From an optimization exercise on the open Yosys and OpenROAD flow, aimed at small area and a short achievable clock period; shortcuts taken in it are not production practice.
The RTL was checked by simulation tests, not by an equivalence proof against the original design.
Power and IR drop assume default switching activity.

==> flow/design.v <==
package wdc_pkg;
  typedef logic [12-1:0] sample_t;
  typedef logic [48-1:0] ltc_t;
  typedef struct packed {
    sample_t thresh;
    logic    gt;
    logic    lt;
    logic    thresh_en;
    logic    link_en;
  } trig_conf_t;
  typedef struct packed {
    sample_t samp;
    logic    trig;
  } trig_word_t;
  typedef struct packed {
    logic chan;
    logic link;
    ltc_t ltc;
  } hdr_t;
  typedef struct packed {
    logic sop;
    logic eop;
    logic chan;
    logic link;
    ltc_t payload;
  } rd_word_t;
endpackage
`timescale 1ns/1ps
module wvb_fifo #(
  parameter int W  = 12,
  parameter int HW = 48 + 5
) (
  input  logic                    lclk,
  input  logic                    i_wr,
  input  logic [W-1:0]            i_din,
  input  logic                    i_hwe,
  input  logic [HW-1:0]           i_hdr,
  input  logic                    i_sel,
  input  logic [(4 + 12)-1:0] i_psel,
  output logic [W-1:0]            o_samp,
  output logic [HW-1:0]           o_hdr
);
  localparam int N = (4 + 12);
  logic [N*W-1:0] ring;
  logic [HW-1:0]  hdr;
  always_ff @(posedge lclk) begin
    ring <= {ring[(N-1)*W-1:0], i_wr ? i_din : ring[N*W-1 -: W]};
  end
  always_ff @(posedge lclk) begin
    if (i_hwe) begin
      hdr <= i_hdr;
    end
  end
  always_comb begin
    o_samp = '0;
    for (int j = 0; j < N; j++) begin
      o_samp = o_samp | ({W{i_psel[j]}} & ring[j*W +: W]);
    end
    o_samp = o_samp & {W{i_sel}};
  end
  assign o_hdr = hdr & {HW{i_sel}};
endmodule
`timescale 1ns/1ps
module thresh_trigger (
  input  logic                lclk,
  input  logic                lclk_rst,
  input  wdc_pkg::sample_t    i_samp,
  input  wdc_pkg::trig_conf_t i_conf,
  output wdc_pkg::trig_word_t o_word
);
  wdc_pkg::sample_t samp_q;
  logic trig_q;
  logic above;
  logic below;
  logic above_q;
  logic below_q;
  logic gt_cross;
  logic lt_cross;
  assign above = i_samp > i_conf.thresh;
  assign below = i_samp < i_conf.thresh;
  assign gt_cross = i_conf.gt && above && !above_q;
  assign lt_cross = i_conf.lt && below && !below_q;
  always_ff @(posedge lclk) begin
    samp_q <= i_samp;
  end
  always_ff @(posedge lclk) begin
    if (lclk_rst) begin
      trig_q  <= 1'b0;
      above_q <= 1'b1;
      below_q <= 1'b1;
    end else begin
      trig_q  <= i_conf.thresh_en && (gt_cross || lt_cross);
      above_q <= above;
      below_q <= below;
    end
  end
  assign o_word = {samp_q, trig_q};
endmodule
`timescale 1ns/1ps
module wvf_capture (
  input  logic                    lclk,
  input  logic                    lclk_rst,
  input  wdc_pkg::sample_t        i_samp,
  input  wdc_pkg::trig_conf_t     i_conf,
  input  logic                    i_other_trig,
  input  wdc_pkg::ltc_t           i_ltc,
  input  logic [3:0]              i_tc,
  input  logic [3:0]              i_hdr_free,
  input  logic [3:0]              i_samp_free,
  input  logic [3:0]              i_sel,
  input  logic [(4 + 12)-1:0] i_psel,
  output logic                    o_trig,
  output logic                    o_hdr_empty,
  output logic [48+4:0]   o_hdr,
  output wdc_pkg::sample_t        o_samp,
  output logic                    o_overflow
);
  localparam int HW = 48 + 5;
  wdc_pkg::trig_word_t tw;
  wdc_pkg::sample_t d0, d1, d2, d3;
  logic busy;
  logic [3:0] cnt;
  logic [3:0] hdr_occ;
  logic [3:0] samp_occ;
  logic [1:0] ws;
  logic start_req;
  logic room;
  logic start;
  logic [12-1:0] samp_s [4];
  logic [HW-1:0] hdr_s [4];
  thresh_trigger u_trig (
    .lclk     (lclk),
    .lclk_rst (lclk_rst),
    .i_samp   (i_samp),
    .i_conf   (i_conf),
    .o_word   (tw)
  );
  assign o_trig = tw.trig;
  always_ff @(posedge lclk) begin
    d0 <= tw.samp;
    d1 <= d0;
    d2 <= d1;
    d3 <= d2;
  end
  assign start_req = !busy && (tw.trig || (i_other_trig && i_conf.link_en));
  assign room = !(&hdr_occ) && !(&samp_occ);
  assign start = start_req && room;
  always_ff @(posedge lclk) begin
    if (lclk_rst) begin
      busy       <= 1'b0;
      o_overflow <= 1'b0;
      hdr_occ    <= '0;
      samp_occ   <= '0;
      ws         <= '0;
    end else begin
      if (start) begin
        busy <= 1'b1;
      end else if (busy && cnt == 4'd15) begin
        busy <= 1'b0;
        ws   <= ws + 1'b1;
      end
      if (start_req && !room) begin
        o_overflow <= 1'b1;
      end
      for (int s = 0; s < 4; s++) begin
        if (start && ws == 2'(s)) begin
          hdr_occ[s]  <= 1'b1;
          samp_occ[s] <= 1'b1;
        end else begin
          if (i_hdr_free[s]) hdr_occ[s] <= 1'b0;
          if (i_samp_free[s]) samp_occ[s] <= 1'b0;
        end
      end
    end
  end
  always_ff @(posedge lclk) begin
    if (start) begin
      cnt <= 4'd1;
    end else begin
      cnt <= cnt + 1'b1;
    end
  end
  for (genvar s = 0; s < 4; s++) begin : g_slot
    wvb_fifo u_slot (
      .lclk   (lclk),
      .i_wr   ((busy || room) && ws == 2'(s)),
      .i_din  (d3),
      .i_hwe  (!busy && room && ws == 2'(s)),
      .i_hdr  ({i_tc, !tw.trig, i_ltc}),
      .i_sel  (i_sel[s]),
      .i_psel (i_psel),
      .o_samp (samp_s[s]),
      .o_hdr  (hdr_s[s])
    );
  end
  assign o_samp = samp_s[0] | samp_s[1] | samp_s[2] | samp_s[3];
  assign o_hdr  = hdr_s[0] | hdr_s[1] | hdr_s[2] | hdr_s[3];
  assign o_hdr_empty = !(|hdr_occ);
endmodule
`timescale 1ns/1ps
module wvb_readout (
  input  logic                    lclk,
  input  logic                    lclk_rst,
  input  logic                    i_rd_en,
  input  logic [3:0]              i_tc,
  input  logic [1:0]              i_hdr_empty,
  input  logic [48+4:0]   i_hdr,
  input  wdc_pkg::sample_t        i_samp,
  output logic [7:0]              o_hdr_free,
  output logic [7:0]              o_samp_free,
  output logic [7:0]              o_sel,
  output logic [(4 + 12)-1:0] o_psel,
  output logic                    o_rd_valid,
  output logic [48+3:0]   o_rd_word
);
  logic busy;
  logic [4:0] cnt;
  logic cur;
  logic last;
  logic pick;
  logic found;
  logic [1:0] rs [2];
  logic [3:0] ph;
  always_comb begin
    found = 1'b1;
    if (!i_hdr_empty[!last]) begin
      pick = !last;
    end else begin
      pick  = last;
      found = !i_hdr_empty[last];
    end
  end
  assign o_hdr_free  = o_sel & {8{busy && cnt == 5'd0}};
  assign o_samp_free = o_sel & {8{busy && cnt == 5'd16}};
  assign ph = i_tc - i_hdr[48+4 -: 4];
  always_ff @(posedge lclk) begin
    if (lclk_rst) begin
      busy       <= 1'b0;
      cur        <= 1'b0;
      last       <= 1'b1;
      rs[0]      <= '0;
      rs[1]      <= '0;
      o_rd_valid <= 1'b0;
    end else begin
      o_rd_valid <= busy;
      if (!busy) begin
        if (i_rd_en && found) begin
          busy     <= 1'b1;
          cur      <= pick;
          last     <= pick;
          rs[pick] <= rs[pick] + 1'b1;
        end
      end else if (cnt == 5'd16) begin
        busy <= 1'b0;
      end
    end
  end
  always_ff @(posedge lclk) begin
    if (!busy) begin
      cnt   <= '0;
      o_sel <= 8'(1) << {pick, rs[pick]};
    end else begin
      cnt <= cnt + 1'b1;
    end
  end
  always_ff @(posedge lclk) begin
    if (busy) begin
      if (cnt == '0) begin
        o_psel    <= (4 + 12)'(1) << ph;
        o_rd_word <= {1'b1, 1'b0, cur, i_hdr[48], i_hdr[48-1:0]};
      end else begin
        o_rd_word[48+3:48+2] <= {1'b0, cnt == 5'd16};
        o_rd_word[48-1:0] <= {{(48 - 12){1'b0}}, i_samp};
      end
    end
  end
endmodule
`timescale 1ns/1ps
module wdc_acq_top (
  input  logic                                  lclk,
  input  logic                                  lclk_rst,
  input  logic [2*12-1:0]  i_adc_samp,
  input  logic [2*16-1:0]             i_trig_conf,
  input  logic                                  i_rd_en,
  input  logic                                  i_ltc_set,
  input  logic [48-1:0]                 i_ltc_val,
  output logic                                  o_rd_valid,
  output logic [48+3:0]                 o_rd_word,
  output logic [2-1:0]                o_overflow
);
  localparam int HW = 48 + 5;
  wdc_pkg::ltc_t ltc;
  logic [3:0] tc;
  logic [1:0] trig;
  logic [1:0] hdr_empty;
  logic [7:0] hdr_free;
  logic [7:0] samp_free;
  logic [7:0] sel;
  logic [(4 + 12)-1:0] psel;
  logic [HW-1:0] hdr_c [2];
  wdc_pkg::sample_t samp_c [2];
  always_ff @(posedge lclk) begin
    if (lclk_rst) begin
      ltc <= '0;
      tc  <= '0;
    end else begin
      tc <= tc + 1'b1;
      if (i_ltc_set) begin
        ltc <= i_ltc_val;
      end else begin
        ltc <= ltc + 1'b1;
      end
    end
  end
  for (genvar c = 0; c < 2; c++) begin : g_chan
    wvf_capture u_capture (
      .lclk         (lclk),
      .lclk_rst     (lclk_rst),
      .i_samp       (i_adc_samp[c*12 +: 12]),
      .i_conf       (i_trig_conf[c*16 +: 16]),
      .i_other_trig (trig[1-c]),
      .i_ltc        (ltc),
      .i_tc         (tc),
      .i_hdr_free   (hdr_free[c*4 +: 4]),
      .i_samp_free  (samp_free[c*4 +: 4]),
      .i_sel        (sel[c*4 +: 4]),
      .i_psel       (psel),
      .o_trig       (trig[c]),
      .o_hdr_empty  (hdr_empty[c]),
      .o_hdr        (hdr_c[c]),
      .o_samp       (samp_c[c]),
      .o_overflow   (o_overflow[c])
    );
  end
  wvb_readout u_readout (
    .lclk        (lclk),
    .lclk_rst    (lclk_rst),
    .i_rd_en     (i_rd_en),
    .i_tc        (tc),
    .i_hdr_empty (hdr_empty),
    .i_hdr       (hdr_c[0] | hdr_c[1]),
    .i_samp      (samp_c[0] | samp_c[1]),
    .o_hdr_free  (hdr_free),
    .o_samp_free (samp_free),
    .o_sel       (sel),
    .o_psel      (psel),
    .o_rd_valid  (o_rd_valid),
    .o_rd_word   (o_rd_word)
  );
endmodule
make LEC_CHECK=0 CAP_MARGIN=20 CORE_MARGIN=2 CORE_UTILIZATION=40 SLEW_MARGIN=20 finish   # period 4.0 ns
run.sh (not shown) runs the stock make flow with config.mk's settings and CLKGATE_MAP_FILE= SYNTH_SCRIPT=/design/flow/synth_recipe.tcl, a recipe that flattens the netlist after the stock synthesis.
Next try:
--- a/flow/design.v
+++ b/flow/design.v
@@ -106,6 +106,6 @@
   input  wdc_pkg::ltc_t           i_ltc,
   input  logic [3:0]              i_tc,
-  input  logic [3:0]              i_hdr_free,
-  input  logic [3:0]              i_samp_free,
+  input  logic                    i_hdr_pop,
+  input  logic                    i_samp_pop,
   input  logic [3:0]              i_sel,
   input  logic [(4 + 12)-1:0] i_psel,
@@ -121,6 +121,6 @@
   logic busy;
   logic [3:0] cnt;
-  logic [3:0] hdr_occ;
-  logic [3:0] samp_occ;
+  logic [2:0] hdr_count;
+  logic [6:0] samp_count;
   logic [1:0] ws;
   logic start_req;
@@ -144,5 +144,5 @@
   end
   assign start_req = !busy && (tw.trig || (i_other_trig && i_conf.link_en));
-  assign room = !(&hdr_occ) && !(&samp_occ);
+  assign room = (hdr_count < 3'd4) && (samp_count <= 7'd48);
   assign start = start_req && room;
   always_ff @(posedge lclk) begin
@@ -150,6 +150,6 @@
       busy       <= 1'b0;
       o_overflow <= 1'b0;
-      hdr_occ    <= '0;
-      samp_occ   <= '0;
+      hdr_count  <= '0;
+      samp_count <= '0;
       ws         <= '0;
     end else begin
@@ -163,13 +163,6 @@
         o_overflow <= 1'b1;
       end
-      for (int s = 0; s < 4; s++) begin
-        if (start && ws == 2'(s)) begin
-          hdr_occ[s]  <= 1'b1;
-          samp_occ[s] <= 1'b1;
-        end else begin
-          if (i_hdr_free[s]) hdr_occ[s] <= 1'b0;
-          if (i_samp_free[s]) samp_occ[s] <= 1'b0;
-        end
-      end
+      hdr_count  <= hdr_count + 3'(start) - 3'(i_hdr_pop);
+      samp_count <= samp_count + 7'(start || busy) - 7'(i_samp_pop);
     end
   end
@@ -196,5 +189,5 @@
   assign o_samp = samp_s[0] | samp_s[1] | samp_s[2] | samp_s[3];
   assign o_hdr  = hdr_s[0] | hdr_s[1] | hdr_s[2] | hdr_s[3];
-  assign o_hdr_empty = !(|hdr_occ);
+  assign o_hdr_empty = (hdr_count == '0);
 endmodule
 `timescale 1ns/1ps
@@ -207,6 +200,6 @@
   input  logic [48+4:0]   i_hdr,
   input  wdc_pkg::sample_t        i_samp,
-  output logic [7:0]              o_hdr_free,
-  output logic [7:0]              o_samp_free,
+  output logic [1:0]              o_hdr_pop,
+  output logic [1:0]              o_samp_pop,
   output logic [7:0]              o_sel,
   output logic [(4 + 12)-1:0] o_psel,
@@ -231,6 +224,15 @@
     end
   end
-  assign o_hdr_free  = o_sel & {8{busy && cnt == 5'd0}};
-  assign o_samp_free = o_sel & {8{busy && cnt == 5'd16}};
+  always_comb begin
+    o_hdr_pop  = '0;
+    o_samp_pop = '0;
+    if (busy) begin
+      if (cnt == '0) begin
+        o_hdr_pop[cur] = 1'b1;
+      end else begin
+        o_samp_pop[cur] = 1'b1;
+      end
+    end
+  end
   assign ph = i_tc - i_hdr[48+4 -: 4];
   always_ff @(posedge lclk) begin
@@ -294,6 +296,6 @@
   logic [1:0] trig;
   logic [1:0] hdr_empty;
-  logic [7:0] hdr_free;
-  logic [7:0] samp_free;
+  logic [1:0] hdr_pop;
+  logic [1:0] samp_pop;
   logic [7:0] sel;
   logic [(4 + 12)-1:0] psel;
@@ -322,6 +324,6 @@
       .i_ltc        (ltc),
       .i_tc         (tc),
-      .i_hdr_free   (hdr_free[c*4 +: 4]),
-      .i_samp_free  (samp_free[c*4 +: 4]),
+      .i_hdr_pop    (hdr_pop[c]),
+      .i_samp_pop   (samp_pop[c]),
       .i_sel        (sel[c*4 +: 4]),
       .i_psel       (psel),
@@ -341,6 +343,6 @@
     .i_hdr       (hdr_c[0] | hdr_c[1]),
     .i_samp      (samp_c[0] | samp_c[1]),
-    .o_hdr_free  (hdr_free),
-    .o_samp_free (samp_free),
+    .o_hdr_pop   (hdr_pop),
+    .o_samp_pop  (samp_pop),
     .o_sel       (sel),
     .o_psel      (psel),
After rerunning: The changed run passed the timing, design-rule and antenna checks. Via count hardly moves. Setup slack is worse by 350 ps. Critical path depth rises by 7. Cell area rises by 1.2%. Worst hold slack is better by 48 ps. Routed wire length falls by 3.0%. Sequential cell count rises by 4. Count of clock-buffer cells in the layout does not change. Sequential share of layout area falls by 0.70 points. Final cell count rises by 1.2%. Die area rises by 0.84%. Register-to-register slack is worse by 350 ps. Power rises by 26%. Fmax falls by 10%.

-- port drivers added, routing unchanged --
The flow's constraints put no driver on any port. The routed layouts listed below were extracted and timed again, unchanged, in two steps. Step 1 sets driving cells, clkbuf_16 on the clock port and buf_2 on the other inputs (assumed; they add their load-dependent delay and slew). Step 2 times the ports against the registers' clock, not the clock port: input delays grow and output delays shrink by t, the midpoint of the rising clock arrivals with the driver on. a / b / c = ideal ports / drivers / drivers and shift; a / b = the first two.
run	t (ns)	setup WS [ns]	worst data-port slew with drivers (ns)	cell pins on the clock port's net
the first run	0.879	0.964 / 0.964 / 0.854	0.08	1
the second run	0.897	0.616 / 0.616 / 0.391	0.06	1
After both steps setup and hold are still met in every run listed. The setup slack of the second run, which loses most, moves by 0.000 ns with the drivers and by -0.225 ns with both steps.
